Background: an optimization exercise with open tools, aiming at small area, a short achievable clock period and few clock cycles. Do not read the settings as production practice. The RTL was checked by simulation tests, not by an equivalence proof against the original design. No activity file was given, so power comes from the tool's default toggle rates.

Design md5_byte_stream_digest, start of the top module:
module md5_byte_stream_digest (
  input  logic        clk,
  input  logic        rst,
  input  logic        msg_valid,
  output logic        msg_ready,
  input  logic        msg_kind,
  input  logic [7:0]  msg_data_byte,
  output logic        digest_valid,
  input  logic        digest_ready,
  output logic [31:0] digest_word_a,
  output logic [31:0] digest_word_b,
  output logic [31:0] digest_word_c,
  output logic [31:0] digest_word_d
);
export LEC_CHECK = 0
export CAP_MARGIN = 20
export CORE_MARGIN = 2
export CORE_UTILIZATION = 40
export CTS_BUF_LIST = sky130_fd_sc_hd__clkbuf_8
export SETUP_SLACK_MARGIN = 5
export SLEW_MARGIN = 20
export SYNTH_HIERARCHICAL = 1
create_clock -name core_clock -period 10.0 [get_ports {clk}]
run.sh (not shown) runs the stock make flow with config.mk's settings and CLKGATE_MAP_FILE= SYNTH_SCRIPT=/design/flow/synth_recipe.tcl, a recipe that flattens the netlist after the stock synthesis.
Testbench counts at the start, summed over its fixed seeds: cycles 31,417.
Then changed:
PLACE_DENSITY = 0.75   (was default)
What happened:
- The changed run finished clean
- worst hold slack improved by 25 ps
- clock power shrinks by about 8%
- clock-buffer cell count shrinks by 16
- setup slack improved by 27 ps
- total power shrinks by about 2.8%

* * *

== run 1 ==
md5_byte_stream_digest, a different RTL version from the one above (not shown whole).
For scale: ~4800 cells after synthesis.
make LEC_CHECK=0 CAP_MARGIN=20 CORE_MARGIN=2 CORE_UTILIZATION=40 CTS_BUF_LIST=sky130_fd_sc_hd__clkbuf_8 PLACE_DENSITY=0.85 SETUP_SLACK_MARGIN=5 SLEW_MARGIN=20 SYNTH_HIERARCHICAL=1 TNS_END_PERCENT=20 finish   # period 10.0 ns
Testbench counts of run 1, summed over its fixed seeds: cycles 31,417.
Relative to run 1, the following input files were edited for run 2:
Settings: swapping 0.85 for 0.7 in PLACE_DENSITY.
[summary]
The switching power summed over all nets of run 2 was superior to that of run 1.
The count of nets after finishing on run 1 is in line with that on run 2.
wb[31]$_DFF_P_ as the end of the critical path was reported by run 2, and wb[29]$_DFF_P_ by run 1.
Run 2 gives more design area than run 1 did.
Via density per instance down 4.3% in run 2 wrt run 1
Run 1 and run 2 ended up with roughly the same overall routing resource usage.
Summary — minimum clock period after layout, run 2 relative to run 1: lower, by 180 ps.
Changes observed in run 2 relative to run 1: minimum hold slack rose by 48 ps; total buffers and inverters traversed by the critical path comparable.
Here is what was changed in the inputs of run 3 compared with run 2.
Settings: a change of PLACE_DENSITY from 0.7 to 0.75.
## What came out
Looking at run 2 and run 3, the final cell utilization of the core is a wash.
From run 2 to run 3 the numbers moved as follows: total vias in the final route grew by about 1.3%, clock network fraction of design power shrank by 0.8 points.
On share of final layout cell area taken by non-clock buffers, run 2 and run 3 are basically level.
Average cell area after synthesis: run 2 vs run 3 identical
Fraction of standard cell area that is sequential essentially unchanged between run 2 and run 3.
Input changes introduced in run 4 (baseline for comparison: run 3):
Settings: PLACE_DENSITY changed from 0.75 to 0.8; TNS_END_PERCENT removed (was 20).
Results
Run 4 went all the way through the flow, and no timing, DRC or antenna check failed.
Where via count is concerned, run 3 is better than run 4.
Run 4 vs run 3, termination of the worst setup path: wb[31]$_DFF_P_ vs wb[27]$_DFF_P_
Diff run 3 -> run 4: die span in y was more or less identical; worst setup margin went down by 73 ps; sequential logic power went down by about 0.5%.
Run 4 vs. run 3: combinational group share of total power went up by 2.2 points; minimum clock period increased by 73 ps relative to the old numbers.
#### Input delta (run 5 over run 4)
Settings: changing PLACE_DENSITY from 0.8 to 0.75.
### Flow results
- Between run 5 and run 4, it is run 5 whose instance count on the critical path is higher, by 3.
- | final area | run 4 vs run 5 | ≈ equal |
- When the final numbers for run 5 and run 4 were put side by side, the relative contribution of sequential cells to total power turned out to be smaller in run 4.
- Looking at run 5 and run 4, the signal arrival time at the worst endpoint is a wash.
- The final reports for run 5 and run 4 show endpoint required time on the critical path higher in the former.
- Against run 4, run 5 comes in about 2.4% lower on average routed wire per standard cell.

* * *

Another version of the RTL of md5_byte_stream_digest (not shown whole).
For scale: about 5100 cells after synthesis.
Settings: LEC_CHECK=0, CAP_MARGIN=20, CORE_MARGIN=2, CORE_UTILIZATION=55, CTS_BUF_LIST=sky130_fd_sc_hd__clkbuf_8, SETUP_SLACK_MARGIN=5, SLEW_MARGIN=20, SYNTH_HIERARCHICAL=1, TNS_END_PERCENT=5; clock period 10.0 ns.
Testbench counts at the start, summed over its fixed seeds: cycles 31,417.
Edit:
--- a/flow/config.mk
+++ b/flow/config.mk
@@ -8,8 +8,6 @@
 export CAP_MARGIN = 20
 export CORE_MARGIN = 2
-export CORE_UTILIZATION = 55
-export CTS_BUF_LIST = sky130_fd_sc_hd__clkbuf_8
+export CORE_UTILIZATION = 40
 export SETUP_SLACK_MARGIN = 5
 export SLEW_MARGIN = 20
 export SYNTH_HIERARCHICAL = 1
-export TNS_END_PERCENT = 5
Global-route usage goes down by 7.7 points.
Wire length climbs by about 3.3%.
Register-to-register slack improved by 0.23 ns.
Design area rose by about 3%.
Hold slack improves by 0.0076 ns.

* * *

md5_byte_stream_digest, a different RTL version from the one above (not shown whole).
Size in the first run: about 5000 cells after synthesis, roughly 1500 flip-flops, ~140 I/O pins.
make LEC_CHECK=0 CAP_MARGIN=20 CORE_MARGIN=2 CORE_UTILIZATION=40 CTS_BUF_LIST=sky130_fd_sc_hd__clkbuf_8 SETUP_SLACK_MARGIN=5 SLEW_MARGIN=20 SYNTH_HIERARCHICAL=1 finish   # period 10.0 ns
The starting point went through all stages and came out clean.
Testbench counts at the start, summed over its fixed seeds: cycles 31,417.
Rerun with:
- CTS_BUF_LIST: sky130_fd_sc_hd__clkbuf_8 -> default
Outcome: Die area stays the same. Setup slack got worse by 0.024 ns. Sequential share of layout area falls by 0.55 points.

* * *

the previous run:
md5_byte_stream_digest, a different RTL version from the one above (not shown whole).
Size: ~7300 cells after synthesis, roughly 140 I/O pins, ~0.076 sq mm of cells after synthesis.
clock: 10.0 ns
lec_check: 0
cap_margin: 20
core_margin: 2
core_utilization: 40
setup_slack_margin: 5
slew_margin: 20
Testbench counts of the previous run, summed over its fixed seeds: cycles 31,537.
The following lists how the current run was set up differently from the previous run:
-- flow/config.mk --
<<< the previous run, line 11
export SETUP_SLACK_MARGIN = 5
>>> the current run, line 11
[summary]
In the flow results for the previous run and the current run, the total chip power is larger on the previous run. Going from the previous run to the current run, the wire length was found to have gone down by 8.7%. Sort the previous run and the current run by global-route usage, ascending, and the current run comes first. In the final reports, the cell area of the current run is smaller than that of the previous run. Looking at launching instance or port of the critical path, the fs[1]$_SDFF_PP0_ result is from the current run; the fs[3]$_SDFF_PN0_ one comes from the previous run. Re count of placed standard cells in the final layout, fillers left out: the previous run and the current run aren't equal, and the higher value belongs to the previous run.

==> what the ideal ports hide <==
The flow's constraints put no driver on any port. The routed layouts listed below were extracted and timed again, unchanged, in two steps. Step 1 sets driving cells, clkbuf_16 on the clock port and buf_2 on the other inputs (assumed; they add their load-dependent delay and slew). Step 2 also shifts input and output timing later by t, the mid clock arrival at the registers, as if the neighbouring blocks saw the same clock. Three values: no drivers, after step 1, after step 2; two values: the first two.
run	shift t [ns]	slack for setup (ns)	worst slew at a driven data input, ns
the first run of note 1	1.069	4.393 / 4.393 / 4.097	0.06
the second run of note 1	1.040	4.420 / 4.420 / 4.253	0.09
run 1	0.979	4.335 / 4.335 / 3.890	0.04
run 2	0.999	4.517 / 4.517 / 4.272	0.03
run 3	0.979	4.470 / 4.470 / 3.842	0.03
run 4	0.965	4.397 / 4.397 / 4.285	0.03
run 5	0.988	4.439 / 4.439 / 4.334	0.04
the first run of note 3	0.988	4.204 / 4.204 / 3.717	0.09
the second run of note 3	0.857	4.429 / 4.429 / 4.120	0.11
the first run of note 4	1.074	4.524 / 4.524 / 3.845	0.17
the second run of note 4	0.879	4.500 / 4.500 / 4.229	0.17
the previous run	0.891	3.214 / 3.214 / 3.214	0.15
the current run	0.899	1.222 / 1.222 / 1.222	0.16
After both steps every run listed still meets setup and hold. For the first run of note 4, which loses most, drivers alone change the setup slack by 0.000 ns; drivers and shift together by -0.679 ns.
